Background: an optimization exercise with open tools, aiming at small area, a short achievable clock period and few clock cycles per item. Do not read the settings as production practice. Function was checked by simulation only, so behaviour that the tests miss may differ from the original. Power figures rest on the tool's default switching activity, not on a simulated workload.

===== design.v =====
`timescale 1ns / 1ps
package prrts_pkg;
    localparam int MAX_TASKS = 16;
    localparam int IDX_W     = 4;
    localparam int CNT_W     = 5;
    localparam logic [2:0] FN_CREATE = 3'd0;
    localparam logic [2:0] FN_TICK   = 3'd1;
    localparam logic [2:0] FN_DELAY  = 3'd2;
    localparam logic [2:0] FN_SWITCH = 3'd3;
    localparam logic [2:0] FN_START  = 3'd4;
    localparam logic [1:0] RES_OK       = 2'd0;
    localparam logic [1:0] RES_FULL     = 2'd1;
    localparam logic [1:0] RES_NO_TASKS = 2'd2;
    localparam logic [1:0] RES_IGNORED  = 2'd3;
endpackage
`timescale 1ns / 1ps
module prrts_cell (
    input  logic [255:0]      lt,
    input  logic [255:0]      eq,
    input  logic [15:0]       elig,
    input  logic [15:0]       after_cur,   
    output logic [15:0]       win
);
    logic [255:0]      beat;      
    logic              none;
    always_comb
    begin
        beat = '0;
        for (int i = 1; i < 16; i++)
        begin
            for (int j = 0; j < i; j++)
            begin
                logic j_first;
                logic j_beats_i;
                j_first   = after_cur[j] | ~after_cur[i];
                j_beats_i = lt[j*16+i] | (eq[j*16+i] & j_first);
                beat[j*16+i] = elig[j] & j_beats_i;
                beat[i*16+j] = elig[i] & ~j_beats_i;
            end
        end
        none = ~|elig;
        for (int i = 0; i < 16; i++)
        begin
            logic beaten;
            beaten = 1'b0;
            for (int j = 0; j < 16; j++)
                beaten = beaten | beat[j*16+i];
            win[i] = elig[i] & ~beaten;
        end
        win[0] = win[0] | none;
    end
endmodule
`timescale 1ns / 1ps
`timescale 1ns / 1ps
module priority_round_robin_task_scheduler_core (
    input  logic        clk,
    input  logic        rst_n,
    input  logic        in_valid,
    output logic        in_ready,
    input  logic [2:0]  func,
    input  logic [7:0]  priority_req,
    input  logic [31:0] stack_pointer,
    input  logic [31:0] delay_ticks,
    output logic        out_valid,
    input  logic        out_ready,
    output logic [1:0]  status,
    output logic [3:0]  task_index,
    output logic [31:0] task_sp,
    output logic        switch_request
);
    logic              rv_q;
    logic [2:0]        rfn_q;
    logic [7:0]        rprio_q;
    logic [31:0]       rsp_q;
    logic [31:0]       rdm1_q;       
    logic [4:0]        count_q;
    logic [3:0]        cur_q;
    logic [15:1]       upto_q;       
    logic              cur_valid_q;
    logic              running_q;
    logic [15:0]       run_q;
    logic [31:0]       tnext_q;      
    logic [15:0]       idle_q;       
    logic [15:0][31:0] sp_q;
    logic [15:0][7:0]  prio_q;
    logic [15:1][31:0] wake_q;
    logic [255:0]      lt_q;         
    logic [255:0]      eq_q;
    logic              lv_q;
    logic [1:0]        l_st_q;
    logic [3:0]        l_ix_q;
    logic              l_rq_q;
    logic              l_sp_q;
    logic              ov_q;
    logic [1:0]        st_q;
    logic [3:0]        ix_q;
    logic [31:0]       tsp_q;
    logic              rq_q;
    logic              sk_q;
    logic [1:0]        sk_st_q;
    logic [3:0]        sk_ix_q;
    logic              sk_rq_q;
    logic [31:0]       sk_tsp_q;
    logic        take;
    logic        exec;
    logic        out_free;
    logic        fn_create, fn_tick, fn_delay, fn_switch, fn_start;
    logic        full, empty, dly_ok;
    logic [31:0] wake_new;
    assign in_ready  = !(rv_q && sk_q);
    assign take      = in_valid && in_ready;
    assign exec      = rv_q && !sk_q;
    assign out_free  = !ov_q || out_ready;
    assign fn_create = (rfn_q == prrts_pkg::FN_CREATE);
    assign fn_tick   = (rfn_q == prrts_pkg::FN_TICK);
    assign fn_delay  = (rfn_q == prrts_pkg::FN_DELAY);
    assign fn_switch = (rfn_q == prrts_pkg::FN_SWITCH);
    assign fn_start  = (rfn_q == prrts_pkg::FN_START);
    assign full      = count_q[4];
    assign empty     = (count_q == '0);
    assign dly_ok    = cur_valid_q && (rdm1_q != '1);
    function automatic logic [31:0] add32(input logic [31:0] x, input logic [31:0] y);
        logic [31:0] g, p, gg, pp, ng, np;
        g  = x & y;
        p  = x ^ y;
        gg = g;
        pp = p;
        for (int d = 1; d < 32; d = d * 2)
        begin
            for (int b = 0; b < 32; b++)
            begin
                if (b >= d)
                begin
                    ng[b] = gg[b] | (pp[b] & gg[b-d]);
                    np[b] = pp[b] & pp[b-d];
                end
                else
                begin
                    ng[b] = gg[b];
                    np[b] = pp[b];
                end
            end
            gg = ng;
            pp = np;
        end
        add32 = p ^ {gg[30:0], 1'b0};
    endfunction
    assign wake_new = add32(tnext_q, rdm1_q);
    always_ff @(posedge clk or negedge rst_n)
    begin
        if (!rst_n)
            rv_q <= 1'b0;
        else if (in_ready)
            rv_q <= in_valid;
    end
    always_ff @(posedge clk)
    begin
        if (in_ready)
        begin
            rfn_q   <= func;
            rprio_q <= priority_req;
            rsp_q   <= stack_pointer;
            rdm1_q  <= delay_ticks - 32'd1;
        end
    end
    logic [15:0] elig;
    logic [15:0] win;
    logic [15:0] cur_oh;
    logic [3:0]  win_idx;
    logic [31:0] cur_sp;
    logic [31:0] l_tsp;
    always_comb
    begin
        for (int i = 0; i < 16; i++)
        begin
            elig[i]   = run_q[i] && !idle_q[i];
            cur_oh[i] = (cur_q == 4'(i));
        end
    end
    prrts_cell u_choice (
        .lt        (lt_q),
        .eq        (eq_q),
        .elig      (elig),
        .after_cur ({~upto_q, 1'b0}),
        .win       (win)
    );
    always_comb
    begin
        win_idx = '0;
        for (int i = 0; i < 16; i++)
            if (win[i])
                win_idx = win_idx | 4'(i);
        cur_sp  = '0;
        for (int i = 0; i < 16; i++)
            cur_sp = cur_sp | ({32{cur_oh[i]}} & sp_q[i]);
        l_tsp   = l_sp_q ? cur_sp : '0;
    end
    always_ff @(posedge clk)
    begin
        for (int i = 0; i < 16; i++)
        begin
            if (exec && ((fn_create && (count_q == 5'(i))) ||
                         (fn_switch && cur_valid_q && cur_oh[i])))
                sp_q[i] <= rsp_q;
            if (exec && fn_create && (count_q == 5'(i)))
            begin
                prio_q[i] <= rprio_q;
                idle_q[i] <= (rprio_q == 8'hFF);
                for (int j = 0; j < i; j++)
                begin
                    lt_q[j*16+i] <= (prio_q[j] < rprio_q);
                    eq_q[j*16+i] <= (prio_q[j] == rprio_q);
                end
            end
        end
        for (int i = 1; i < 16; i++)
        begin
            if (exec && fn_delay && dly_ok && cur_oh[i])
                wake_q[i] <= wake_new;
        end
    end
    logic [15:0] run_next;
    always_comb
    begin
        run_next = run_q;
        if (fn_create && !full)
            run_next = run_q | (16'd1 << count_q[3:0]);
        else if (fn_tick)
        begin
            for (int i = 1; i < 16; i++)
                if ((5'(i) < count_q) && (wake_q[i] == tnext_q))
                    run_next[i] = 1'b1;
        end
        else if (fn_delay && dly_ok)
            run_next = run_q & ~cur_oh;
        else if (fn_switch && !empty)
            run_next = run_q | win;
    end
    always_ff @(posedge clk or negedge rst_n)
    begin
        if (!rst_n)
        begin
            count_q     <= '0;
            cur_q       <= '0;
            upto_q      <= '0;
            cur_valid_q <= 1'b0;
            running_q   <= 1'b0;
            run_q       <= '0;
            tnext_q     <= 32'd1;
        end
        else if (exec)
        begin
            run_q <= run_next;
            if (fn_create && !full)
                count_q <= count_q + 5'd1;
            if (fn_tick)
                tnext_q <= tnext_q + 32'd1;
            if (fn_switch && !empty)
            begin
                cur_q       <= win_idx;
                cur_valid_q <= 1'b1;
                for (int k = 1; k < 16; k++)
                    upto_q[k] <= ~|(win & ((16'd1 << k) - 16'd1));
            end
            if (fn_start && !empty)
            begin
                running_q   <= 1'b1;
                cur_valid_q <= 1'b0;
            end
        end
    end
    logic [1:0] r_st;
    logic [3:0] r_ix;
    logic       r_rq;
    logic       r_sp;    
    always_comb
    begin
        r_st = prrts_pkg::RES_OK;
        r_ix = '0;
        r_rq = 1'b0;
        r_sp = 1'b0;
        if (fn_create)
        begin
            if (full)
                r_st = prrts_pkg::RES_FULL;
            else
                r_ix = count_q[3:0];
        end
        else if (fn_tick)
        begin
        end
        else if (fn_delay)
        begin
            if (dly_ok)
                r_rq = running_q;
            else
                r_st = prrts_pkg::RES_IGNORED;
        end
        else if (fn_switch)
        begin
            if (empty)
                r_st = prrts_pkg::RES_NO_TASKS;
            else
            begin
                r_ix = win_idx;
                r_sp = 1'b1;
            end
        end
        else if (fn_start)
        begin
            if (empty)
                r_st = prrts_pkg::RES_NO_TASKS;
            else
                r_rq = 1'b1;
        end
        else
            r_st = prrts_pkg::RES_IGNORED;
    end
    always_ff @(posedge clk or negedge rst_n)
    begin
        if (!rst_n)
        begin
            lv_q <= 1'b0;
            ov_q <= 1'b0;
            sk_q <= 1'b0;
        end
        else
        begin
            if (!sk_q)
                lv_q <= exec;
            if (out_free)
                ov_q <= sk_q || lv_q;
            sk_q <= !out_free && (sk_q || lv_q);
        end
    end
    always_ff @(posedge clk)
    begin
        if (exec)
        begin
            l_st_q <= r_st;
            l_ix_q <= r_ix;
            l_rq_q <= r_rq;
            l_sp_q <= r_sp;
        end
        if (out_free && sk_q)
        begin
            st_q  <= sk_st_q;
            ix_q  <= sk_ix_q;
            rq_q  <= sk_rq_q;
            tsp_q <= sk_tsp_q;
        end
        else if (out_free && lv_q)
        begin
            st_q  <= l_st_q;
            ix_q  <= l_ix_q;
            rq_q  <= l_rq_q;
            tsp_q <= l_tsp;
        end
        if (!sk_q && lv_q)
        begin
            sk_st_q  <= l_st_q;
            sk_ix_q  <= l_ix_q;
            sk_rq_q  <= l_rq_q;
            sk_tsp_q <= l_tsp;
        end
    end
    assign out_valid      = ov_q;
    assign status         = st_q;
    assign task_index     = ix_q;
    assign task_sp        = tsp_q;
    assign switch_request = rq_q;
endmodule

===== flow/run.sh =====
#!/bin/bash
# the standard layout, with timing repair aimed below the clock period:
# repair works on every path with less than SETUP_SLACK_MARGIN ns of slack
set -euo pipefail
bash standard.sh SETUP_SLACK_MARGIN=6.5 finish > run_standard.log 2>&1

===== standard.sh =====
#!/bin/bash
# synth_recipe.tcl (not shown) runs the flow's synth.tcl, then flattens the netlist and writes it again
# the make line also repeats each setting of config.mk as NAME=value (left out here)
make -C /OpenROAD-flow-scripts/flow DESIGN_CONFIG=/design/flow/config.mk WORK_HOME=/design/flow/orfs CLKGATE_MAP_FILE= SYNTH_SCRIPT=/design/flow/synth_recipe.tcl "${@:-finish}"

===== config.mk =====
export PLATFORM = sky130hd
export DESIGN_NAME = priority_round_robin_task_scheduler_core
export DESIGN_NICKNAME = priority_round_robin_task_scheduler_core
export VERILOG_FILES = /design/flow/design.v
export SDC_FILE = /design/flow/constraint.sdc
export NUM_CORES = 4
export LEC_CHECK = 0
export CAP_MARGIN = 20
export CORE_MARGIN = 2
export CORE_UTILIZATION = 68
export CTS_BUF_LIST = sky130_fd_sc_hd__clkbuf_8 sky130_fd_sc_hd__clkbuf_16
export CTS_CLUSTER_DIAMETER = 100
export CTS_CLUSTER_SIZE = 24
export SLEW_MARGIN = 20

===== constraint.sdc =====
create_clock -name core_clock -period 10.0 [get_ports {clk}]
set_input_delay 2.0000 -clock core_clock [delete_from_list [all_inputs] [get_ports {clk}]]
set_output_delay 2.0000 -clock core_clock [all_outputs]
set_load 0.01 [all_outputs]

==> out/metrics.cfg, run 1 <==
[run_status]
status = complete, no violations

[clock_network]
cts.sinks = 1607
clk_path_buf_depth = 3
ctsRootBufferMaster = clkbuf_16
cts_buffers = 76
insertion_delay_ns = 0.71
path_clk_slew_ns = 0.10
cts_tree = yes
cts_htree_levels = 3

[synth]
syn_nets = 4542
synth_top_family_by_area = compound AO/OA/AOI/OAI gates
synth_compound_area_share_pct = 8.491
ys_top_cells_by_area = edfxtp_1, xnor2_1, xor2_1
syn_area_um2 = 66760
ys_ff_latch = 1607
synth.distinct_cells = 93
synthCells = 4303
ys_seq_area_share_pct = 71.70
synth_xor_area_share_pct = 7.410
synth.avg_cell_area_um2 = 15.52
yosys.area.top_type = edfxtp_1
synth_mux_area_share_pct = 0.6897
yosysTopAreaCellShare_pct = 68.77
synthFlopType = edfxtp_1
yosys.area_share.simple_pct = 7.208
async_flop_share_pct = 4.854
synthAdderAreaFrac_pct = 3.010
synth_warnings = 2
synth_edf_count = 1529

[final_layout]
layout_commonest_cell = edfxtp_1
fillers = 5789
layout_common_cells = edfxtp_1, xnor2_1, xor2_1
syn_to_final_growth_pct = 10.09
final_core_util_pct = 75.78
drive_gt1_share_pct = 11.22
layout.nets = 4748

[floorplan]
die_x_um = 317.3
dieHeight_um = 317.3
start_util_pct = 68.83
dieArea_um2 = 100700
coreArea_um2 = 96990
io-pin-count = 120
rows = 114

[power]
total_leakage_power_nw = 25.00
p_per_area_nw_per_um2 = 203.8
ir_worst_vdd_mv = 0.1598

[worst_setup_path]
worstPathRequired_ns = 10.54
startpoint_type = flop
timing_worst_setup_path_type = reg -> reg
end_kind = flop
crit_fanout = 8
ff2ff_path_depth = 14
arrival_ns = 4.08

[place]
place_ws_ns = 5.270
gp_routability_congestion = 0.9642
hpwlAfterDp_um = 112800
portBuffers = 119

[timing]
tightest_slew_ns = 1.218
setup_ws_ns = 6.460
timing.final.crit_share_pct = 35.40
maxSlewHeadroom_pct = 18.74
setup_tns_ns = 0
slew_viol_final = 0
hold_violations = 0
setup_violations = 0
fmax_ghz = 0.2825
rsz0062_at_grt = yes
period_minus_slack_ns = 3.540
fin_skew_ns = 0.02800

[route]
routed-via-count = 40780
first_pass_iters = 7
wire_per_inst_um = 32.39
drc = 0
ant_nets = 0
post_drt_via_cell_ratio = 7.005
wirelength_um = 188600
drt_iter0_drc = 6088

[global_routing]
first_global_vias = 39030
grt_overflow = 0
track_usage_pct = 37.38
grt_pass1_wl_um = 267000
antenna_found_initial = 4
grt_max_degree = 47

[job]
drv_cap = 0

[hold_path]
hold_path_class = reg -> reg
hold_path_depth = 1

-- worst max-delay path, stage by stage, from the launching register on --
cell       delay (ns)
dfstp_2          0.57
buf_12           0.11
ha_4             0.13
inv_2            0.04
fa_2             0.36
nor2b_2          0.16
o2111ai_2        0.14
a32o_2           0.31
a211o_4          0.36
a2111oi_4        0.40
buf_4            0.20
o31ai_4          0.06
a21boi_2         0.26
buf_4            0.17
buf_12           0.13
-- cell families after synthesis --
logic type / Yosys count
adder cells (fa/ha/maj): 160
buffers and inverters: 230
flip-flops: 1607
AND/OR/NAND/NOR: 872
multiplexers: 41
AO/OA/AOI/OAI: 829
XOR/XNOR: 564
-- cells in the mapped netlist, types with 73 or more instances --
master and number:
ha_1 159, dfrtp_1 77, edfxtp_1 1529, nand3_1 88, o21ai_0 73, a22oi_1 202
xor2_1 257, clkbuf_1 122, xnor2_1 306, nor2_1 144, nand4_1 164, nand2_1 106
nor4_1 90, a21oi_1 206, nand2b_1 137
-- timing repair --
action | 4_1_cts | 5_1_grt
buffers inserted | 29 | 13
hold buffers | 0 | 0
pin swaps | 22 | 16
gates resized for setup | 141 | 59
gates cloned | 1 | 4
setup endpoints to repair | 628 | 798
-- power breakdown --
| group | switching (W) | internal, W |
|---|---|---|
| registers | 0.000476 | 0.00803 |
| clock network | 0.00202 | 0.00143 |
| logic | 0.00200 | 0.00103 |
| total | 0.00449 | 0.0105 |
-- metal layers --
layer	track usage (%)	wire, µm	up-vias
met2	59.63	88680	2890
met4	14.85	9366	2
met3	7.500	21900	537
met5	0	13	-
met1	51.36	68600	20320
li1	-	-	17030
-- state kept, by name, summed over array words and instances, names as in the netlist, 3 cells and up --
| signal | cells |
|---|---|
| sp_q | 512 |
| wake_q | 480 |
| eq_q | 120 |
| lt_q | 120 |
| prio_q | 120 |
| rdm1_q | 32 |
| rsp_q | 32 |
| sk_tsp_q | 32 |
| tnext_q | 32 |
| tsp_q | 32 |
| idle_q | 16 |
| run_q | 16 |
| upto_q | 15 |
| rprio_q | 8 |
| count_q | 5 |
| cur_q | 4 |
| ix_q | 4 |
| l_ix_q | 4 |
| sk_ix_q | 4 |
| rfn_q | 3 |
-- stage by stage --
stage                     power [W]  instances  hold WS, ns  cell area (µm²)
after floorplan             0.01009       4303       0.4222            66920
after global placement      0.01147       5653       0.4474            70460
after detailed placement    0.01156       5656       0.4901            70530
after CTS                   0.01487       5800       0.5130            73050
after global routing        0.01540       5821       0.5311            73500
final                       0.01498       5822       0.5207            73500
-- final cells by class --
cell class,count,area (µm²),area share [%]
sequential,1607,47880,65.14
multi-input combinational,2467,18930,25.75
timing repair buffer,310,2790,3.796
clock buffer,78,1952,2.656
tap,1276,1597,2.172
inverter,47,177.7,0.2417
clock inverter,36,173.9,0.2366
antenna,1,2.502,0.003405
-- path summary, 6_finish.rpt --
kind	slack, ns	start	endpoint
max in group asynchronous	7.56	rst_n	upto_q[7]$_DFFE_PN0P_
min in group asynchronous	1.31	rst_n	tnext_q[30]$_DFFE_PN0P_
setup / recovery	6.46	tnext_q[0]$_DFFE_PN1P_	wake_q[476]$_DFFE_PP_
setup reg to reg	6.46	tnext_q[0]$_DFFE_PN1P_	wake_q[476]$_DFFE_PP_
hold / removal	0.52	tnext_q[28]$_DFFE_PN0P_	tnext_q[28]$_DFFE_PN0P_
hold reg to reg	0.52	tnext_q[28]$_DFFE_PN0P_	tnext_q[28]$_DFFE_PN0P_
Testbench counts, summed over its fixed seeds: cycles 5,743, items 5,719.
==> inputs of run 2 (changes only) <==
==> flow/run.sh (replaced) <==
#!/bin/bash
# the standard layout, with timing repair aimed below the clock period:
# repair works on every path with less than SETUP_SLACK_MARGIN ns of slack
set -euo pipefail
bash standard.sh SETUP_SLACK_MARGIN=6.7 finish > run_standard.log 2>&1
--- a/config.mk
+++ b/config.mk
@@ -7,7 +7,7 @@
 export LEC_CHECK = 0
 export CAP_MARGIN = 20
 export CORE_MARGIN = 2
-export CORE_UTILIZATION = 68
+export CORE_UTILIZATION = 60
 export CTS_BUF_LIST = sky130_fd_sc_hd__clkbuf_8 sky130_fd_sc_hd__clkbuf_16
 export CTS_CLUSTER_DIAMETER = 100
 export CTS_CLUSTER_SIZE = 24
==> run 2 against run 1 <==
  * Still clean
  * Die area is 13% higher
  * Sequential share of layout area is 0.93 points lower
  * Clock power up 2%
  * Global-route usage is 3.7 points lower
  * Final cell count is 4.5% higher
  * Area after synthesis is the same
  * Routed wire length grew 2.4%
  * Maximum frequency grew 1.4%
  * Combinational power increased by 3%
  * Clock skew grew 0.0029 ns
  * Via count shrank 2.0%
  * Power up 0.98%
  * Critical path type is now reg -> out
  * Highest routed layer unchanged
==> out/metrics.cfg, run 2 <==
[run_status]
status = complete, no violations  ; unchanged

[worst_setup_path]
end_kind = output port  ; was flop
r2r-end = sp_q[71]$_DFFE_PP_  ; was wake_q[476]$_DFFE_PP_
r2r_slack_ns = 6.62  ; was 6.46 ns
r2r_start = sk_q$_DFF_PN0_  ; was tnext_q[0]$_DFFE_PN1P_
worstPathRequired_ns = 8.00  ; was 10.54 ns
ff2ff_path_depth = 9  ; was 14
cp_cell_sequence = nand2_8 -> buf_6  ; was buf_12 -> ha_4 -> inv_2 -> fa_2 -> nor2b_2 -> o2111ai_2 -> a32o_2 -> a211o_4 -> a2111oi_4 -> buf_4 -> o31ai_4 -> a21boi_2 -> buf_4 -> buf_12
arrival_ns = 1.49  ; was 4.08 ns
startpoint_type = flop  ; unchanged
timing_worst_setup_path_type = reg -> out  ; was reg -> reg
crit_fanout = 3  ; was 8
max_stage_delay_ns = 0.51  ; was 0.57 ns
cpMaxStageDelayCell = dfrtp_2  ; was dfstp_2
cp-startpoint = sk_q$_DFF_PN0_  ; was tnext_q[0]$_DFFE_PN1P_
cp_top_family = flip-flops  ; was compound AO/OA/AOI/OAI gates
critPathBufInv = 1  ; was 5

[synth]
synth_most_common_cell = edfxtp_1  ; unchanged
netlist_top_cells_count = edfxtp_1, xnor2_1, xor2_1  ; unchanged
synth_warnings = 2  ; unchanged
synth_edf_count = 1529  ; unchanged
synthCells = 4303  ; unchanged
ys_ff_latch = 1607  ; unchanged
yosys.area.top_type = edfxtp_1  ; unchanged
synth.avg_cell_area_um2 = 15.52  ; unchanged
synthFlopType = edfxtp_1  ; unchanged
syn_nets = 4542  ; unchanged
synth.distinct_cells = 93  ; unchanged
yosysTopAreaCellShare_pct = 68.77  ; unchanged
async_flop_share_pct = 4.854  ; unchanged
ys_top_cells_by_area = edfxtp_1, xnor2_1, xor2_1  ; unchanged
ys_seq_area_share_pct = 71.70  ; unchanged
syn_area_um2 = 66760  ; unchanged

[route]
wl_met2_um = 92660  ; was 88680 µm
routed-via-count = 39960  ; was 40.78k
wirelength_um = 193000  ; was 188600 µm
drc = 0  ; unchanged
first_pass_iters = 7  ; unchanged
m1WireLength_um = 76300  ; was 68600 µm
wl_met3_um = 17270  ; was 21900 µm
post_drt_via_cell_ratio = 6.569  ; was 7.005
wire_per_inst_um = 31.73  ; was 32.39 µm
ant_nets = 0  ; unchanged
drt_iter0_drc = 5335  ; was 6088
top_layer = met5  ; unchanged

[place]
gp_routability_congestion = 0.9523  ; was 0.9642
portBuffers = 119  ; unchanged
hpwlAfterDp_um = 115200  ; was 112800 µm
place_area_um2 = 70890  ; was 70530 µm²

[power]
ir_worst_vdd_mv = 0.1651  ; was 0.1598 mV
total_leakage_power_nw = 25.35  ; was 25.00 nW
p_per_area_nw_per_um2 = 202.8  ; was 203.8 nW/µm²

[timing]
fin_skew_ns = 0.03092  ; was 0.02800 ns
maxSlewHeadroom_pct = 23.44  ; was 18.74%
slew_viol_final = 0  ; unchanged
setup_tns_ns = 0  ; unchanged
tightest_slew_ns = 1.138  ; was 1.218 ns
rsz0062_at_grt = yes  ; unchanged
holdWs_ns = 0.4539  ; was 0.5207 ns
period_minus_slack_ns = 3.491  ; was 3.540 ns
setup_violations = 0  ; unchanged
timing.final.crit_share_pct = 34.91  ; was 35.40%
hold_violations = 0  ; unchanged
fmax_ghz = 0.2864  ; was 0.2825 GHz

[clock_network]
cts_htree_levels = 3  ; unchanged
cts_tree = yes  ; unchanged
insertion_delay_ns = 0.70  ; was 0.71 ns
cts.sinks = 1607  ; unchanged
cts_hold_buf = 0  ; unchanged
clk_path_buf_depth = 3  ; unchanged
ctsRootBufferMaster = clkbuf_16  ; unchanged
path_clk_slew_ns = 0.10  ; about the same
cts_buffers = 77  ; was 76

[floorplan]
dieHeight_um = 337.6  ; was 317.3 µm
coreArea_um2 = 110500  ; was 96990 µm²
dieArea_um2 = 114000  ; was 100700 µm²
start_util_pct = 60.41  ; was 68.83%
rows = 122  ; was 114
die_x_um = 337.6  ; was 317.3 µm
io-pin-count = 120  ; unchanged

[final_layout]
biggestRegsByFlops = sp_q: 512 flops, wake_q: 480 flops  ; unchanged
layout.nets = 4779  ; was 4748
drive_gt1_share_pct = 13.60  ; was 11.22%
largest_reg_flops = 512  ; unchanged
design_area_um2 = 74600  ; was 73500 µm²
final_core_util_pct = 67.50  ; was 75.78%
syn_to_final_growth_pct = 11.73  ; was 10.09%
layout_commonest_cell = edfxtp_1  ; unchanged
layout_common_cells = edfxtp_1, xnor2_1, xor2_1  ; unchanged
top_register = sp_q  ; unchanged

[global_routing]
grt_overflow = 0  ; unchanged
antenna_found_initial = 5  ; was 4
track_usage_pct = 33.71  ; was 37.38%
first_global_vias = 37570  ; was 39.03k
grt_pass1_wl_um = 270900  ; was 267000 µm
grt_max_degree = 45  ; was 47

[hold_path]
hold_path_depth = 0  ; was 1
hp-start = l_st_q[0]$_DFFE_PP_  ; was tnext_q[28]$_DFFE_PN0P_
hold_path_class = reg -> reg  ; unchanged
min_to = sk_st_q[0]$_DFFE_PP_  ; was tnext_q[28]$_DFFE_PN0P_

[job]
drv_cap = 0  ; unchanged

run 2: cell counts after synthesis:
Identical to the previous run, type by type.
run 2: cells by family after synthesis:
family	share of synthesized area (%)
AO/OA/AOI/OAI	8.491
XOR/XNOR	7.410
adder cells (fa/ha/maj)	3.010
buffers and inverters	1.496
flip-flops	71.70
multiplexers	0.6897
AND/OR/NAND/NOR	7.208
run 2: repair_timing:
action / CTS / global route
setup endpoints to repair: 1340 / 1015
resized for setup: 304 / 90
pin swaps: 34 / 20
setup buffers: 42 / 31
cloned: 2 / 2
endpoints found under the hold margin: 0 / 0
run 2: power by group:
part | switching, W | internal (W)
clock | 0.00207 | 0.00146
combinational | 0.00206 | 0.00106
sequential | 0.000443 | 0.00803
run 2: how the worst max path moves through the flow:
stage                             to  slack, ns  cells after the start
2_1_floorplan   rdm1_q[30]$_DFFE_PN_       6.01                      6
3_3_place_gp    rdm1_q[29]$_DFFE_PN_       5.33                      8
3_5_place_dp    rdm1_q[29]$_DFFE_PN_       5.24                      8
4_1_cts        wake_q[293]$_DFFE_PP_       6.45                      8
5_1_grt           sp_q[71]$_DFFE_PP_       6.41                      9
6_report                    in_ready       6.51                      2
run 2: per-layer routing:
layer / vias to the layer above / track usage, %
li1: 17100 / -
met1: 20290 / 47.38
met2: 2189 / 54.97
met3: 380 / 5.088
met4: 4 / 10.19
met5: - / 0
run 2: cell type report:
| type | instances | area [µm²] |
|---|---|---|
| well taps | 1488 | 1862 |
| clock inverters | 55 | 260.3 |
| fillers | 7764 | 35920 |
| clock buffers | 79 | 1977 |
| diodes | 1 | 2.502 |
| inverters | 47 | 185.2 |
| multi-input cells | 2467 | 19260 |
| flip-flops and latches | 1607 | 47900 |
| repair buffers | 340 | 3146 |
run 2: through the flow:
step,setup slack [ns],cells,total power [W]
6_report,6.509,6084,0.01513
2_1_floorplan,6.008,4303,0.01009
4_1_cts,6.448,6044,0.01505
3_3_place_gp,5.335,5865,0.01157
3_5_place_dp,5.236,5866,0.01161
5_1_grt,6.407,6083,0.01561
==> inputs of run 3 (changes only) <==
==> flow/run.sh (replaced) <==
#!/bin/bash
# the standard layout, with timing repair aimed below the clock period:
# repair works on every path with less than SETUP_SLACK_MARGIN ns of slack.
# port buffers start as buf_2 (repair sizes them as needed)
set -euo pipefail
bash standard.sh SETUP_SLACK_MARGIN=6.5 "BUFFER_PORTS_ARGS=-buffer_cell sky130_fd_sc_hd__buf_2" finish > run_standard.log 2>&1
--- a/config.mk
+++ b/config.mk
@@ -7,7 +7,7 @@
 export LEC_CHECK = 0
 export CAP_MARGIN = 20
 export CORE_MARGIN = 2
-export CORE_UTILIZATION = 60
+export CORE_UTILIZATION = 68
 export CTS_BUF_LIST = sky130_fd_sc_hd__clkbuf_8 sky130_fd_sc_hd__clkbuf_16
 export CTS_CLUSTER_DIAMETER = 100
 export CTS_CLUSTER_SIZE = 24
==> run 3 against run 2 <==
  * Via count is 0.44% higher
  * Sequential power hardly changed
  * Worst setup slack worse by 0.048 ns
  * Sequential share of layout area is 1.6 points higher
  * Synthesized cell count stayed put
  * Maximum frequency is 1.4% lower
  * First-iteration DRC count is 10% higher
  * Critical path type is now in -> reg
  * Utilization is 7.5 points higher
  * Final cell count is 4.5% lower
  * Non-clock buffer count is 58 lower
  * Clock power is 3% lower
==> out/metrics.cfg, run 3 <==
[worst_setup_path]
max_stage_delay_ns = 0.57  ; was 0.51 ns
cp_cell_sequence = buf_2 -> or4_4 -> or2_4 -> or3_4 -> nand2b_4 -> or3_4 -> xnor2_2  ; was nand2_8 -> buf_6
startpoint_type = input port  ; was flop
cpMaxStageDelayCell = or4_4  ; was dfrtp_2
arrival_ns = 3.99  ; was 1.49 ns
cpMostUsedCell = or3_4
worstPathRequired_ns = 10.45  ; was 8.00 ns
cp_top_family = simple AND/OR/NAND/NOR gates  ; was flip-flops
timing_worst_setup_path_type = in -> reg  ; was reg -> out
crit_fanout = 4  ; was 3
critPathBufInv = 1  ; unchanged
end_kind = flop  ; was output port

[timing]
tightest_slew_ns = 1.151  ; was 1.138 ns
fin_skew_ns = 0.02884  ; was 0.03092 ns
rsz0062_at_grt = yes  ; unchanged
period_minus_slack_ns = 3.540  ; was 3.491 ns
slew_viol_final = 0  ; unchanged
maxSlewHeadroom_pct = 22.57  ; was 23.44%
setup_violations = 0  ; unchanged
setup_tns_ns = 0  ; unchanged
hold_violations = 0  ; unchanged
timing.final.crit_share_pct = 35.40  ; was 34.91%
fmax_ghz = 0.2825  ; was 0.2864 GHz

[synth]
ys_ff_latch = 1607  ; unchanged
synth_most_common_cell = edfxtp_1  ; unchanged
synthCells = 4303  ; unchanged
netlist_top_cells_count = edfxtp_1, xnor2_1, xor2_1  ; unchanged
yosysTopAreaCellShare_pct = 68.77  ; unchanged
synth.avg_cell_area_um2 = 15.52  ; unchanged
syn_nets = 4542  ; unchanged
yosys.area.top_type = edfxtp_1  ; unchanged
synthFlopType = edfxtp_1  ; unchanged
async_flop_share_pct = 4.854  ; unchanged
synth.distinct_cells = 93  ; unchanged
syn_area_um2 = 66760  ; unchanged
synth_edf_count = 1529  ; unchanged
synth_warnings = 2  ; unchanged
ys_top_cells_by_area = edfxtp_1, xnor2_1, xor2_1  ; unchanged
ys_seq_area_share_pct = 71.70  ; unchanged

[clock_network]
cts_buffers = 76  ; was 77
ctsRootBufferMaster = clkbuf_16  ; unchanged
cts_htree_levels = 3  ; unchanged
cts.sinks = 1607  ; unchanged
insertion_delay_ns = 0.70  ; about the same
path_clk_slew_ns = 0.10  ; about the same
clk_path_buf_depth = 3  ; unchanged
cts_tree = yes  ; unchanged

[final_layout]
final_core_util_pct = 74.97  ; was 67.50%
fillers = 5859  ; was 7764
top_register = sp_q  ; unchanged
diodes = 0  ; was 1
layout.nets = 4721  ; was 4779
biggestRegsByFlops = sp_q: 512 flops, wake_q: 480 flops  ; unchanged
largest_reg_flops = 512  ; unchanged
layout_common_cells = edfxtp_1, xnor2_1, xor2_1  ; unchanged
layout_commonest_cell = edfxtp_1  ; unchanged
syn_to_final_growth_pct = 8.911  ; was 11.73%
regArea_um2 = 47870  ; was 47900 µm²
drive_gt1_share_pct = 12.46  ; was 13.60%
multi_input_area_um2 = 18900  ; was 19260 µm²

[route]
wirelength_um = 186500  ; was 193000 µm
drc = 0  ; unchanged
drt_iter0_drc = 5871  ; was 5335
ant_nets = 0  ; unchanged
first_pass_iters = 6  ; was 7
wire_per_inst_um = 32.10  ; was 31.73 µm
post_drt_via_cell_ratio = 6.908  ; was 6.569
routed-via-count = 40140  ; was 39.96k

[floorplan]
dieHeight_um = 317.3  ; was 337.6 µm
dieArea_um2 = 100700  ; was 114000 µm²
coreArea_um2 = 96990  ; was 110500 µm²
io-pin-count = 120  ; unchanged
rows = 114  ; was 122
die_x_um = 317.3  ; was 337.6 µm
start_util_pct = 68.83  ; was 60.41%

[global_routing]
antenna_found_initial = 2  ; was 5
grt_max_degree = 54  ; was 45
track_usage_pct = 37.14  ; was 33.71%
grt_pass1_wl_um = 264900  ; was 270900 µm
grt_overflow = 0  ; unchanged
first_global_vias = 38660  ; was 37.57k

[power]
total_power_w = 0.01491  ; was 0.01513 W
total_leakage_power_nw = 24.86  ; was 25.35 nW
ir_worst_vdd_mv = 0.1728  ; was 0.1651 mV
p_per_area_nw_per_um2 = 205.0  ; was 202.8 nW/µm²

[hold_path]
hold_path_class = reg -> reg  ; unchanged

[place]
gp_routability_congestion = 0.9804  ; was 0.9523
portBuffers = 119  ; unchanged
hpwlAfterDp_um = 112600  ; was 115200 µm

[run_status]
status = complete, no violations  ; unchanged

[job]
drv_cap = 0  ; unchanged

==> run 3: cell counts after synthesis <==
No cell type changed its count.
==> run 3: power by group <==
part / internal, W / switching [W] / total (W) / leakage, nW
registers: 0.00803 / 0.000476 / 0.00850 / 15.1
logic: 0.000981 / 0.00199 / 0.00297 / 8.56
clock network: 0.00140 / 0.00203 / 0.00343 / 1.23
total: 0.0104 / 0.00449 / 0.0149 / 24.9
==> run 3: kinds of logic after synthesis <==
logic type	after synthesis	synth area share [%]
multiplexers	41	0.6897
adder cells (fa/ha/maj)	160	3.010
AND/OR/NAND/NOR	872	7.208
AO/OA/AOI/OAI	829	8.491
buffers and inverters	230	1.496
XOR/XNOR	564	7.410
flip-flops	1607	71.70
==> run 3: worst paths after layout <==
check	start	end	cells past startpoint	slack, ns
min reg2reg	running_q$_DFFE_PN0P_	running_q$_DFFE_PN0P_	2	0.49
max in group asynchronous	rst_n	sk_q$_DFF_PN0_	2	7.46
max reg2reg	tnext_q[0]$_DFFE_PN1P_	wake_q[476]$_DFFE_PP_	12	6.51
min	running_q$_DFFE_PN0P_	running_q$_DFFE_PN0P_	2	0.49
max	delay_ticks[9]	rdm1_q[30]$_DFFE_PN_	7	6.46
min in group asynchronous	rst_n	tnext_q[22]$_DFFE_PN0P_	1	1.26
==> run 3: final cells by class <==
class | instances | area share (%)
clock inverters | 55 | 0.3493
multi-input cells | 2468 | 25.99
inverters | 47 | 0.2443
repair buffers | 282 | 2.767
well taps | 1276 | 2.196
flip-flops and latches | 1607 | 65.84
clock buffers | 76 | 2.615
==> run 3: timing repair <==
action	CTS	global route
setup buffers	10	7
endpoints found under the setup margin	492	636
pin swaps	7	20
resized for setup	43	42
hold endpoints to repair	0	0
hold buffers	0	0
gates cloned	2	1
==> run 3: metal layers <==
layer  global-route usage (%)  vias up  share of wire, %
li1                         -    16990                 -
met1                    52.00    20110                38
met2                    59.30     2567                47
met3                    6.763      475                11
met4                    13.59        0               4.3
met5                        0        -                 0
==> run 3: stage by stage <==
step	hold slack (ns)	cells	setup WS (ns)	cell area [µm²]
floorplan	0.4222	4303	6.008	66920
global placement	0.4453	5657	5.639	69920
detailed placement	0.4626	5657	5.582	69940
CTS	0.4850	5800	6.453	72400
global route	0.5023	5811	6.432	72710
finish	0.4880	5811	6.460	72710
==> run 3: worst min-delay path, delay by kind of cell (launching register included) <==
family	cells	cell delay, ns
buffers and inverters	1	0.04
flip-flops	1	0.36
AO/OA/AOI/OAI	1	0.05
==> inputs of run 4 (changes only) <==
--- a/design.v
+++ b/design.v
@@ -246,7 +246,7 @@
             cur_valid_q <= 1'b0;
             running_q   <= 1'b0;
             run_q       <= '0;
-            tnext_q     <= 32'd1;
+            tnext_q     <= '0;
         end
         else if (exec)
         begin
==> run 4 against run 3 <==
  * Routed wire length shrank 0.26%
  * Critical path depth rose by 1
  * Non-clock buffer count rose by 3
  * Largest cell class unchanged
==> out/metrics.cfg, run 4 <==
[timing]
fmax_ghz = 0.2794  ; was 0.2825 GHz
period_minus_slack_ns = 3.579  ; was 3.540 ns
timing.final.crit_share_pct = 35.79  ; was 35.40%
hold_violations = 0  ; unchanged
slew_viol_final = 0  ; unchanged
setup_tns_ns = 0  ; unchanged
setup_violations = 0  ; unchanged
setup_ws_ns = 6.421  ; was 6.460 ns
rsz0062_at_grt = yes  ; unchanged
tightest_slew_ns = 1.109  ; was 1.151 ns
fin_skew_ns = 0.02538  ; was 0.02884 ns
maxSlewHeadroom_pct = 25.89  ; was 22.57%

[route]
drt_iter0_drc = 5802  ; was 5871
ant_nets = 0  ; unchanged
routed-via-count = 40460  ; was 40.14k
drc = 0  ; unchanged
first_pass_iters = 6  ; unchanged
wire_per_inst_um = 32.07  ; was 32.10 µm
wirelength_um = 186000  ; was 186500 µm
post_drt_via_cell_ratio = 6.974  ; was 6.908

[synth]
synthCells = 4303  ; unchanged
syn_area_um2 = 66760  ; about the same
synth.distinct_cells = 92  ; was 93
netlist_top_cells_count = edfxtp_1, xnor2_1, xor2_1  ; unchanged
synthFlopType = edfxtp_1  ; unchanged
synth_edf_count = 1529  ; unchanged
ys_ff_latch = 1607  ; unchanged
yosys.area.top_type = edfxtp_1  ; unchanged
synth_warnings = 2  ; unchanged
async_flop_share_pct = 4.854  ; unchanged
synth_most_common_cell = edfxtp_1  ; unchanged
ys_top_cells_by_area = edfxtp_1, xnor2_1, xor2_1  ; unchanged
syn_nets = 4542  ; unchanged
yosysTopAreaCellShare_pct = 68.77  ; about the same
synth.avg_cell_area_um2 = 15.52  ; about the same
ys_seq_area_share_pct = 71.70  ; about the same

[floorplan]
start_util_pct = 68.83  ; about the same
coreArea_um2 = 96990  ; unchanged
die_x_um = 317.3  ; about the same
dieArea_um2 = 100700  ; about the same
dieHeight_um = 317.3  ; about the same
io-pin-count = 120  ; unchanged
rows = 114  ; unchanged

[clock_network]
cts.sinks = 1607  ; unchanged
cts_tree = yes  ; unchanged
ctsRootBufferMaster = clkbuf_16  ; unchanged
cts_buffers = 76  ; unchanged
path_clk_slew_ns = 0.10  ; about the same
clk_path_buf_depth = 3  ; unchanged
cts_htree_levels = 3  ; unchanged
insertion_delay_ns = 0.70  ; about the same

[run_status]
status = complete, no violations  ; unchanged

[global_routing]
grt_pass1_wl_um = 264800  ; was 264900 µm
first_global_vias = 38790  ; was 38.66k
grt_max_degree = 51  ; was 54
track_usage_pct = 37.07  ; was 37.14%
antenna_found_initial = 5  ; was 2
grt_overflow = 0  ; unchanged

[worst_setup_path]
startpoint_type = flop  ; was input port
arrival_ns = 3.89  ; was 3.99 ns
end_kind = flop  ; unchanged
crit_fanout = 32  ; was 4
timing_worst_setup_path_type = reg -> reg  ; was in -> reg
worstPathRequired_ns = 10.31  ; was 10.45 ns
max_stage_delay_ns = 1.07  ; was 0.57 ns
cpMaxStageDelayCell = nor2_4  ; was or4_4
cp_cell_sequence = nand4_1 -> nor4_1 -> buf_4 -> a21oi_1 -> nand2_1 -> nor2_1 -> nand2_2 -> nor2_4  ; was buf_2 -> or4_4 -> or2_4 -> or3_4 -> nand2b_4 -> or3_4 -> xnor2_2

[power]
internal-power_w = 0.01045  ; was 0.01041 W
ir_worst_vdd_mv = 0.1634  ; was 0.1728 mV
p_comb_share_pct = 19.7  ; was 19.9%
p_sw_share_pct = 29.93  ; was 30.15%
p_clk_share_pct = 23.1  ; was 23.0%
p_seq_share_pct = 57.2  ; was 57.0%
total_leakage_power_nw = 24.85  ; was 24.86 nW
p_per_area_nw_per_um2 = 204.6  ; was 205.0 nW/µm²
switchingPower_w = 0.004462  ; was 0.004494 W

[final_layout]
layout_commonest_cell = edfxtp_1  ; unchanged
final_core_util_pct = 75.11  ; was 74.97%
biggestRegsByFlops = sp_q: 512 flops, wake_q: 480 flops  ; unchanged
largest_reg_flops = 512  ; unchanged
syn_to_final_growth_pct = 9.125  ; was 8.911%
layout.nets = 4724  ; was 4721
layout_common_cells = edfxtp_1, xnor2_1, xor2_1  ; unchanged
top_register = sp_q  ; unchanged
drive_gt1_share_pct = 12.75  ; was 12.46%

[job]
drv_cap = 0  ; unchanged

[place]
hpwlAfterDp_um = 111500  ; was 112600 µm
place_ws_ns = 5.446  ; was 5.582 ns
gp_routability_congestion = 0.9728  ; was 0.9804
portBuffers = 119  ; unchanged

[hold_path]
hold_path_class = reg -> reg  ; unchanged

==> run 4: changes by cell type after synthesis <==
cell / before / now
dfrtp_1: 77 / 78
dfstp_2: 1 / 0
==> run 4: final timing paths <==
kind                            depth (start not counted)                       to                  start  slack (ns)
worst max register to register                          8    wake_q[140]$_DFFE_PP_   rdm1_q[30]$_DFFE_PN_        6.42
worst min-delay path                                    2    running_q$_DFFE_PN0P_  running_q$_DFFE_PN0P_        0.48
max in group asynchronous                               2   upto_q[15]$_DFFE_PN0P_                  rst_n        7.57
worst min register to register                          2    running_q$_DFFE_PN0P_  running_q$_DFFE_PN0P_        0.48
worst max-delay path                                    8    wake_q[140]$_DFFE_PP_   rdm1_q[30]$_DFFE_PN_        6.42
min in group asynchronous                               1  tnext_q[31]$_DFFE_PN0P_                  rst_n        1.32
==> run 4: power by group through the flow <==
stage	sequential [W]	combinational (W)	clock, W
floorplan	0.00840	0.00169	0
global placement	0.00863	0.00274	0
detailed placement	0.00865	0.00280	0
CTS	0.00850	0.00287	0.00346
global route	0.00856	0.00311	0.00367
finish	0.00852	0.00294	0.00345
==> run 4: layer usage <==
| layer | up-vias | GRT usage, % | wire (µm) |
|---|---|---|---|
| met4 | 4 | 13.87 | 8217 |
| met2 | 2659 | 59.17 | 87910 |
| met3 | 450 | 6.274 | 20190 |
| met5 | - | 0 | 26 |
| met1 | 20340 | 52.09 | 69690 |
| li1 | 17010 | - | - |
==> run 4: cell type report <==
type | count | area [µm²]
fill | 5825 | 24140
clock buffer | 79 | 1977
multi-input combinational | 2468 | 18890
inverter | 47 | 177.7
sequential | 1607 | 47870
clock inverter | 38 | 177.7
tap | 1276 | 1597
antenna | 1 | 2.502
timing repair buffer | 285 | 2155
==> run 4: cells by family (layout without fill, tap and decap cells) <==
logic type	Yosys count	in the layout	share of synthesized area [%]
DFF	1607	1607	71.70
AOI/OAI and AO/OA	829	829	8.492
buffers and inverters	230	449	1.496
and+or+nand+nor	872	874	7.208
other	0	1	0
muxes	41	41	0.6897
adders and majority gates	160	160	3.010
xor gates and xnor gates	564	564	7.410
==> run 4: through the flow <==
stage / total power (W) / hold WS [ns] / std cells / cell area (µm²)
6_report: 0.01491 / 0.4799 / 5801 / 72850
3_3_place_gp: 0.01137 / 0.4450 / 5648 / 69850
4_1_cts: 0.01483 / 0.4843 / 5779 / 72400
2_1_floorplan: 0.01009 / 0.4222 / 4303 / 66920
3_5_place_dp: 0.01145 / 0.4597 / 5649 / 69890
5_1_grt: 0.01533 / 0.5059 / 5800 / 72850
==> run 4: worst max-delay path, delay by kind of cell (launching register included) <==
kind | cells | cell delay (ns)
and+or+nand+nor | 6 | 2.21
buffers and inverters | 1 | 0.16
AOI/OAI and AO/OA | 1 | 0.29
DFF | 1 | 0.51
==> run 4: repair_timing <==
item	CTS	global route
hold buffers	0	0
buffers inserted	11	9
endpoints found under the setup margin	716	750
gates resized for setup	50	42
gates cloned	2	1
pin swaps	11	17
hold endpoints to repair	0	0
Testbench counts of run 4, summed over its fixed seeds: cycles 5,743, items 5,719.
==> inputs of run 5 (changes only) <==
==> flow/run.sh (replaced) <==
#!/bin/bash
# the standard layout, with timing repair aimed below the clock period:
# repair works on every path with less than SETUP_SLACK_MARGIN ns of slack.
# port buffers start as buf_2 (repair sizes them as needed)
set -euo pipefail
bash standard.sh SETUP_SLACK_MARGIN=6.7 "BUFFER_PORTS_ARGS=-buffer_cell sky130_fd_sc_hd__buf_2" finish > run_standard.log 2>&1
==> run 5 against run 4 <==
  * Critical path depth did not move
  * Clock-buffer cell count did not move
  * Still clean on timing, DRC and antenna
  * Critical endpoint is now rdm1_q[30]$_DFFE_PN_
  * Cell area rose by 0.85%
==> out/metrics.cfg, run 5 <==
[timing]
maxSlewHeadroom_pct = 19.26  ; was 25.89%
setup_tns_ns = 0  ; unchanged
fin_skew_ns = 0.03758  ; was 0.02538 ns
period_minus_slack_ns = 3.517  ; was 3.579 ns
setup_violations = 0  ; unchanged
timing.final.crit_share_pct = 35.17  ; was 35.79%
rsz0062_at_grt = yes  ; unchanged
setup_ws_ns = 6.483  ; was 6.421 ns
slew_viol_final = 0  ; unchanged
tightest_slew_ns = 1.207  ; was 1.109 ns
fmax_ghz = 0.2843  ; was 0.2794 GHz
hold_violations = 0  ; unchanged

[synth]
synthFlopType = edfxtp_1  ; unchanged
synth_edf_count = 1529  ; unchanged
syn_area_um2 = 66760  ; unchanged
yosysTopAreaCellShare_pct = 68.77  ; unchanged
async_flop_share_pct = 4.854  ; unchanged
synth.distinct_cells = 92  ; unchanged
synth_most_common_cell = edfxtp_1  ; unchanged
yosys.area.top_type = edfxtp_1  ; unchanged
ys_seq_area_share_pct = 71.70  ; unchanged
syn_nets = 4542  ; unchanged
ys_ff_latch = 1607  ; unchanged
synthCells = 4303  ; unchanged
netlist_top_cells_count = edfxtp_1, xnor2_1, xor2_1  ; unchanged
synth_warnings = 2  ; unchanged
ys_top_cells_by_area = edfxtp_1, xnor2_1, xor2_1  ; unchanged
synth.avg_cell_area_um2 = 15.52  ; unchanged

[global_routing]
first_global_vias = 38720  ; was 38.79k
grt_max_degree = 53  ; was 51
track_usage_pct = 37.37  ; was 37.07%
grt_pass1_wl_um = 267000  ; was 264800 µm
grt_overflow = 0  ; unchanged
antenna_found_initial = 2  ; was 5

[worst_setup_path]
timing_worst_setup_path_type = in -> reg  ; was reg -> reg
cp_cell_sequence = buf_8 -> nor4_4 -> nand3_2 -> or2_4 -> or3_4 -> nand2b_4 -> or3_4 -> xnor2_2  ; was nand4_1 -> nor4_1 -> buf_4 -> a21oi_1 -> nand2_1 -> nor2_1 -> nand2_2 -> nor2_4
end_kind = flop  ; unchanged
worstPathRequired_ns = 10.45  ; was 10.31 ns
cpMostUsedCell = or3_4
max_stage_delay_ns = 0.42  ; was 1.07 ns
critPathBufInv = 1  ; unchanged
cp_top_family = simple AND/OR/NAND/NOR gates  ; unchanged
startpoint_type = input port  ; was flop
cpMaxStageDelayCell = or3_4  ; was nor2_4
arrival_ns = 3.97  ; was 3.89 ns
crit_fanout = 4  ; was 32

[floorplan]
rows = 114  ; unchanged
dieArea_um2 = 100700  ; unchanged
dieHeight_um = 317.3  ; unchanged
io-pin-count = 120  ; unchanged
die_x_um = 317.3  ; unchanged
coreArea_um2 = 96990  ; unchanged
start_util_pct = 68.83  ; unchanged

[clock_network]
cts_htree_levels = 3  ; unchanged
path_clk_slew_ns = 0.10  ; about the same
cts_buffers = 77  ; was 76
cts_hold_buf = 0  ; unchanged
cts.sinks = 1607  ; unchanged
ctsRootBufferMaster = clkbuf_16  ; unchanged
cts_tree = yes  ; unchanged
clk_path_buf_depth = 3  ; unchanged
insertion_delay_ns = 0.70  ; about the same

[final_layout]
final_core_util_pct = 75.75  ; was 75.11%
top_register = sp_q  ; unchanged
layout_commonest_cell = edfxtp_1  ; unchanged
layout.nets = 4757  ; was 4724
syn_to_final_growth_pct = 10.05  ; was 9.125%
fillers = 5819  ; was 5825
drive_gt1_share_pct = 14.06  ; was 12.75%
biggestRegsByFlops = sp_q: 512 flops, wake_q: 480 flops  ; unchanged
largest_reg_flops = 512  ; unchanged
diodes = 0  ; was 1
layout_common_cells = edfxtp_1, xnor2_1, xor2_1  ; unchanged

[route]
wire_per_inst_um = 32.28  ; was 32.07 µm
post_drt_via_cell_ratio = 6.964  ; was 6.974
drt_iter0_drc = 6579  ; was 5802
ant_nets = 0  ; unchanged
first_pass_iters = 5  ; was 6
wirelength_um = 188800  ; was 186000 µm
drc = 0  ; unchanged
routed-via-count = 40730  ; was 40.46k

[place]
hpwlAfterDp_um = 112600  ; was 111500 µm
gp_routability_congestion = 0.9507  ; was 0.9728
portBuffers = 119  ; unchanged
place_ws_ns = 5.593  ; was 5.446 ns

[power]
ir_worst_vdd_mv = 0.1687  ; was 0.1634 mV
total_leakage_power_nw = 25.11  ; was 24.85 nW
p_per_area_nw_per_um2 = 205.1  ; was 204.6 nW/µm²

[run_status]
status = complete, no violations  ; unchanged

[hold_path]
hold_path_class = reg -> reg  ; unchanged

[job]
drv_cap = 0  ; unchanged

## run 5: final timing paths
path,start,to,slack (ns),cells past startpoint
hold / removal,running_q$_DFFE_PN0P_,running_q$_DFFE_PN0P_,0.48,2
max in group asynchronous,rst_n,upto_q[15]$_DFFE_PN0P_,7.55,2
setup / recovery,delay_ticks[2],rdm1_q[30]$_DFFE_PN_,6.48,8
min in group asynchronous,rst_n,tnext_q[30]$_DFFE_PN0P_,1.28,1
setup reg to reg,upto_q[9]$_DFFE_PN0P_,l_ix_q[3]$_DFFE_PP_,6.68,7
hold reg to reg,running_q$_DFFE_PN0P_,running_q$_DFFE_PN0P_,0.48,2
## run 5: metrics by stage
step	hold slack [ns]	total power (W)	instance area (µm²)	instances
6_report	0.4782	0.01507	73470	5849
5_1_grt	0.5379	0.01549	73470	5849
4_1_cts	0.4811	0.01493	72900	5822
3_5_place_dp	0.4586	0.01147	69900	5650
3_3_place_gp	0.4450	0.01139	69820	5647
2_1_floorplan	0.4222	0.01009	66930	4303
## run 5: tightest hold or removal path, delay by kind of cell (launching register included)
family,cells,cell delay [ns]
compound gates,1,0.05
flops,1,0.35
buf+inv,1,0.04
## run 5: kinds of logic (layout without fill, tap and decap cells)
logic type	count (synthesis)	in the layout	share of synthesized area [%]
adders and majority gates	160	160	3.010
AOI/OAI and AO/OA	829	829	8.492
muxes	41	41	0.6897
xor gates and xnor gates	564	564	7.410
DFF	1607	1607	71.70
buffers and inverters	230	492	1.496
and+or+nand+nor	872	880	7.208
## run 5: layout make-up
type	instances	area (µm²)	area share, %
clock buffers	79	1977	2.691
clock inverters	55	262.8	0.3576
inverters	47	177.7	0.2418
multi-input cells	2474	19140	26.05
flip-flops and latches	1607	47890	65.18
well taps	1276	1597	2.173
repair buffers	311	2434	3.312
## run 5: routing by layer
layer | share of wire [%] | up-vias | routed length [µm] | global-route usage [%]
met1 | 37 | 20490 | 70200 | 53.05
met3 | 11 | 428 | 21530 | 6.221
met5 | 0.0069 | - | 13 | 0
met2 | 48 | 2714 | 89970 | 59.98
li1 | - | 17090 | - | -
met4 | 3.8 | 2 | 7083 | 12.26
## run 5: repair_timing
item | 4_1_cts | 5_1_grt
gates resized for setup | 94 | 62
pin swaps | 23 | 20
setup buffers | 34 | 13
endpoints found under the setup margin | 1229 | 947
gates cloned | 4 | 7
## run 5: power breakdown
part | leakage (nW) | switching (W) | internal (W) | total (W)
clock | 1.27 | 0.00203 | 0.00146 | 0.00349
sequential | 15.1 | 0.000475 | 0.00803 | 0.00851
combinational | 8.79 | 0.00203 | 0.00104 | 0.00307
==> inputs of run 6 (changes only) <==
--- a/design.v
+++ b/design.v
@@ -246,7 +246,7 @@
             cur_valid_q <= 1'b0;
             running_q   <= 1'b0;
             run_q       <= '0;
-            tnext_q     <= '0;
+            tnext_q     <= 32'd1;
         end
         else if (exec)
         begin
==> flow/run.sh (replaced) <==
#!/bin/bash
# the standard layout, with timing repair aimed below the clock period:
# repair works on every path with less than SETUP_SLACK_MARGIN ns of slack.
# port buffers start as buf_2 (repair sizes them as needed)
set -euo pipefail
bash standard.sh SETUP_SLACK_MARGIN=6.9 "BUFFER_PORTS_ARGS=-buffer_cell sky130_fd_sc_hd__buf_2" finish > run_standard.log 2>&1
==> run 6 against run 5 <==
  * Worst setup slack better by 0.040 ns
  * Utilization rose by 0.76 points
  * Sequential share of layout area is 0.61 points lower
  * Non-clock buffer count increased by 28
  * Still clean
  * Power about the same
  * Clock skew fell by 0.0086 ns
  * Highest routed layer unchanged
  * Combinational power increased by 4%
  * Global-route usage fell by 0.41 points
  * Area after synthesis hardly changed
  * Cell area up 1.0%
  * Maximum frequency rose by 1.1%
  * Die area is essentially flat
==> out/metrics.cfg, run 6 <==
[job]
drv_cap = 0  ; unchanged

[hold_path]
hold_path_class = reg -> reg  ; unchanged

[place]
gp_routability_congestion = 1.002  ; was 0.9507
portBuffers = 119  ; unchanged
hpwlAfterDp_um = 111100  ; was 112600 µm
place_ws_ns = 5.554  ; was 5.593 ns
dp_cells = 5654  ; was 5650
place_area_um2 = 69990  ; was 69900 µm²

[worst_setup_path]
max_stage_delay_ns = 0.53  ; was 0.42 ns
timing_worst_setup_path_type = in -> reg  ; unchanged
cp_top_family = simple AND/OR/NAND/NOR gates  ; unchanged
cpMostUsedCell = or3_4  ; unchanged
crit_fanout = 3  ; was 4
worstPathRequired_ns = 10.44  ; was 10.45 ns
critPathBufInv = 1  ; unchanged
cpMaxStageDelayCell = or4_4  ; was or3_4
startpoint_type = input port  ; unchanged
arrival_ns = 3.92  ; was 3.97 ns
end_kind = flop  ; unchanged
cp_cell_sequence = buf_6 -> or4_4 -> or2_4 -> or3_4 -> nand2b_4 -> or3_4 -> xnor2_2  ; was buf_8 -> nor4_4 -> nand3_2 -> or2_4 -> or3_4 -> nand2b_4 -> or3_4 -> xnor2_2

[floorplan]
die_x_um = 317.3  ; about the same
coreArea_um2 = 96990  ; unchanged
start_util_pct = 68.83  ; about the same
dieArea_um2 = 100700  ; about the same
dieHeight_um = 317.3  ; about the same
rows = 114  ; unchanged
io-pin-count = 120  ; unchanged

[synth]
synth_warnings = 2  ; unchanged
synth_most_common_cell = edfxtp_1  ; unchanged
yosys.area.top_type = edfxtp_1  ; unchanged
synthCells = 4303  ; unchanged
syn_area_um2 = 66760  ; about the same
syn_nets = 4542  ; unchanged
synthFlopType = edfxtp_1  ; unchanged
netlist_top_cells_count = edfxtp_1, xnor2_1, xor2_1  ; unchanged
async_flop_share_pct = 4.854  ; unchanged
yosysTopAreaCellShare_pct = 68.77  ; about the same
synth.distinct_cells = 93  ; was 92
ys_seq_area_share_pct = 71.70  ; about the same
synth.avg_cell_area_um2 = 15.52  ; about the same
ys_ff_latch = 1607  ; unchanged
synth_edf_count = 1529  ; unchanged
ys_top_cells_by_area = edfxtp_1, xnor2_1, xor2_1  ; unchanged

[route]
wirelength_um = 187500  ; was 188800 µm
wire_per_inst_um = 31.93  ; was 32.28 µm
routed-via-count = 40740  ; was 40.73k
drc = 0  ; unchanged
post_drt_via_cell_ratio = 6.939  ; was 6.964
first_pass_iters = 6  ; was 5
drt_iter0_drc = 6277  ; was 6579
ant_nets = 0  ; unchanged

[clock_network]
cts_hold_buf = 0  ; unchanged
ctsRootBufferMaster = clkbuf_16  ; unchanged
cts.sinks = 1607  ; unchanged
insertion_delay_ns = 0.69  ; was 0.70 ns
clk_path_buf_depth = 3  ; unchanged
cts_tree = yes  ; unchanged
cts_htree_levels = 3  ; unchanged
cts_buffers = 76  ; was 77
path_clk_slew_ns = 0.10  ; about the same

[timing]
fmax_ghz = 0.2876  ; was 0.2843 GHz
maxSlewHeadroom_pct = 23.20  ; was 19.26%
setup_ws_ns = 6.523  ; was 6.483 ns
period_minus_slack_ns = 3.477  ; was 3.517 ns
timing.final.crit_share_pct = 34.77  ; was 35.17%
setup_violations = 0  ; unchanged
tightest_slew_ns = 1.148  ; was 1.207 ns
fin_skew_ns = 0.02897  ; was 0.03758 ns
setup_tns_ns = 0  ; unchanged
rsz0062_at_grt = yes  ; unchanged
hold_violations = 0  ; unchanged
slew_viol_final = 0  ; unchanged
holdWs_ns = 0.4784  ; was 0.4782 ns

[final_layout]
layout_common_cells = edfxtp_1, xnor2_1, xor2_1  ; unchanged
drive_gt1_share_pct = 15.86  ; was 14.06%
design_area_um2 = 74210  ; was 73470 µm²
biggestRegsByFlops = sp_q: 512 flops, wake_q: 480 flops  ; unchanged
layout.nets = 4789  ; was 4757
layout.cells.non_filler = 5871  ; was 5849
top_register = sp_q  ; unchanged
layout_commonest_cell = edfxtp_1  ; unchanged
syn_to_final_growth_pct = 11.15  ; was 10.05%
largest_reg_flops = 512  ; unchanged

[global_routing]
grt_max_degree = 60  ; was 53
grt_overflow = 0  ; unchanged
grt_pass1_wl_um = 264000  ; was 267000 µm
track_usage_pct = 36.95  ; was 37.37%
antenna_found_initial = 6  ; was 2
first_global_vias = 38630  ; was 38.72k

[run_status]
status = complete, no violations  ; unchanged

[power]
p_per_area_nw_per_um2 = 203.1  ; was 205.1 nW/µm²
total_leakage_power_nw = 25.29  ; was 25.11 nW
ir_worst_vdd_mv = 0.1731  ; was 0.1687 mV

==> run 6: final timing paths <==
check / startpoint / end / slack [ns] / cells after the start
max: delay_ticks[9] / rdm1_q[30]$_DFFE_PN_ / 6.52 / 7
min: running_q$_DFFE_PN0P_ / running_q$_DFFE_PN0P_ / 0.48 / 2
max reg2reg: tnext_q[0]$_DFFE_PN1P_ / wake_q[222]$_DFFE_PP_ / 6.56 / 12
min reg2reg: running_q$_DFFE_PN0P_ / running_q$_DFFE_PN0P_ / 0.48 / 2
max in group asynchronous: rst_n / tnext_q[6]$_DFFE_PN0P_ / 7.55 / 2
min in group asynchronous: rst_n / upto_q[1]$_DFFE_PN0P_ / 1.18 / 1
==> run 6: repair_timing <==
action / 4_1_cts / 5_1_grt
setup endpoints to repair: 1026 / 1224
pin swaps: 32 / 29
setup buffers: 45 / 32
cloned: 5 / 10
resized for setup: 158 / 104
==> run 6: where the power goes <==
| part | leakage (nW) | internal (W) | switching (W) | total [W] |
|---|---|---|---|---|
| sequential | 15.0 | 0.00804 | 0.000439 | 0.00848 |
| clock | 1.16 | 0.00141 | 0.00199 | 0.00340 |
| combinational | 9.09 | 0.00109 | 0.00210 | 0.00319 |
| total | 25.3 | 0.0105 | 0.00453 | 0.0151 |
==> run 6: final cells by class <==
cell class,instances,area (µm²)
Clock inverter,40,190.2
Clock buffer,77,1927
Timing Repair Buffer,339,2828
Sequential cell,1607,47910
Antenna cell,6,15.01
Fill cell,5757,22780
Multi-Input combinational cell,2479,19550
Inverter,47,191.4
Tap cell,1276,1597
==> run 6: logic make-up after synthesis <==
family / count (synthesis) / synth area share, %
compound gates: 829 / 8.491
xor+xnor: 564 / 7.410
fa+ha+maj: 160 / 3.010
buf+inv: 230 / 1.496
flops: 1607 / 71.70
mux: 41 / 0.6897
simple gates: 872 / 7.208
==> run 6: routing by layer <==
layer	global-route usage, %	vias to the layer above	routed length [µm]	part of all wire (%)
met5	0	-	17	0.0091
met4	14.92	2	8796	4.7
met3	5.850	488	20530	11
met2	58.73	2704	87780	47
met1	52.00	20390	70340	38
li1	-	17150	-	-
==> run 6: through the flow <==
stage | util (%) | power (W)
floorplan | - | 0.01012
CTS | 75.58 | 0.01486
finish | 76.51 | 0.01507
global route | 76.50 | 0.01549
global placement | 72.13 | 0.01141
detailed placement | 72.16 | 0.01147
==> run 6: worst reg2reg max path: cells and delay by family, from the launching register on <==
kind                       cells  cell delay [ns]
buffers and inverters          3             0.44
and+or+nand+nor                1             0.16
DFF                            1             0.65
adders and majority gates      2             0.52
AOI/OAI and AO/OA              6             1.53
Testbench counts of run 6, summed over its fixed seeds: cycles 5,743, items 5,719.

-- separate check: timing with driven ports --
The flow's constraints put no driver on any port. The routed layouts listed below were extracted and timed again, unchanged, in two steps.
Step 1 (the two cells are an assumption about what drives the block):
set clk [get_ports {clk}]
set_driving_cell -lib_cell sky130_fd_sc_hd__clkbuf_16 $clk
set_driving_cell -lib_cell sky130_fd_sc_hd__buf_2 [delete_from_list [all_inputs] $clk]
Step 2 moves the port delays by t, midway between the first and last clock arrival at a register: inputs arrive t later, outputs are due t later. That takes back most of the time a late clock gives input paths.
Slacks: ideal / step 1 / step 2; pairs: ideal / step 1.
run | shift t [ns] | slack for setup (ns) | worst hold slack (ns) | worst register clock-pin slew, ns
run 1 | 0.764 | 6.460 / 6.439 / 5.830 | 0.521 / 0.521 / 0.521 | 0.11 / 0.11
run 2 | 0.768 | 6.509 / 6.427 / 5.852 | 0.454 / 0.454 / 0.454 | 0.10 / 0.10
run 3 | 0.766 | 6.460 / 6.406 / 5.746 | 0.488 / 0.488 / 0.488 | 0.11 / 0.11
run 4 | 0.762 | 6.421 / 6.421 / 5.785 | 0.480 / 0.480 / 0.480 | 0.11 / 0.11
run 5 | 0.756 | 6.483 / 6.463 / 5.764 | 0.478 / 0.478 / 0.478 | 0.10 / 0.10
run 6 | 0.760 | 6.523 / 6.489 / 5.808 | 0.478 / 0.478 / 0.478 | 0.11 / 0.11
After both steps every run listed still meets setup and hold. For run 5, which loses most, drivers alone change the setup slack by -0.020 ns; drivers and shift together by -0.719 ns.
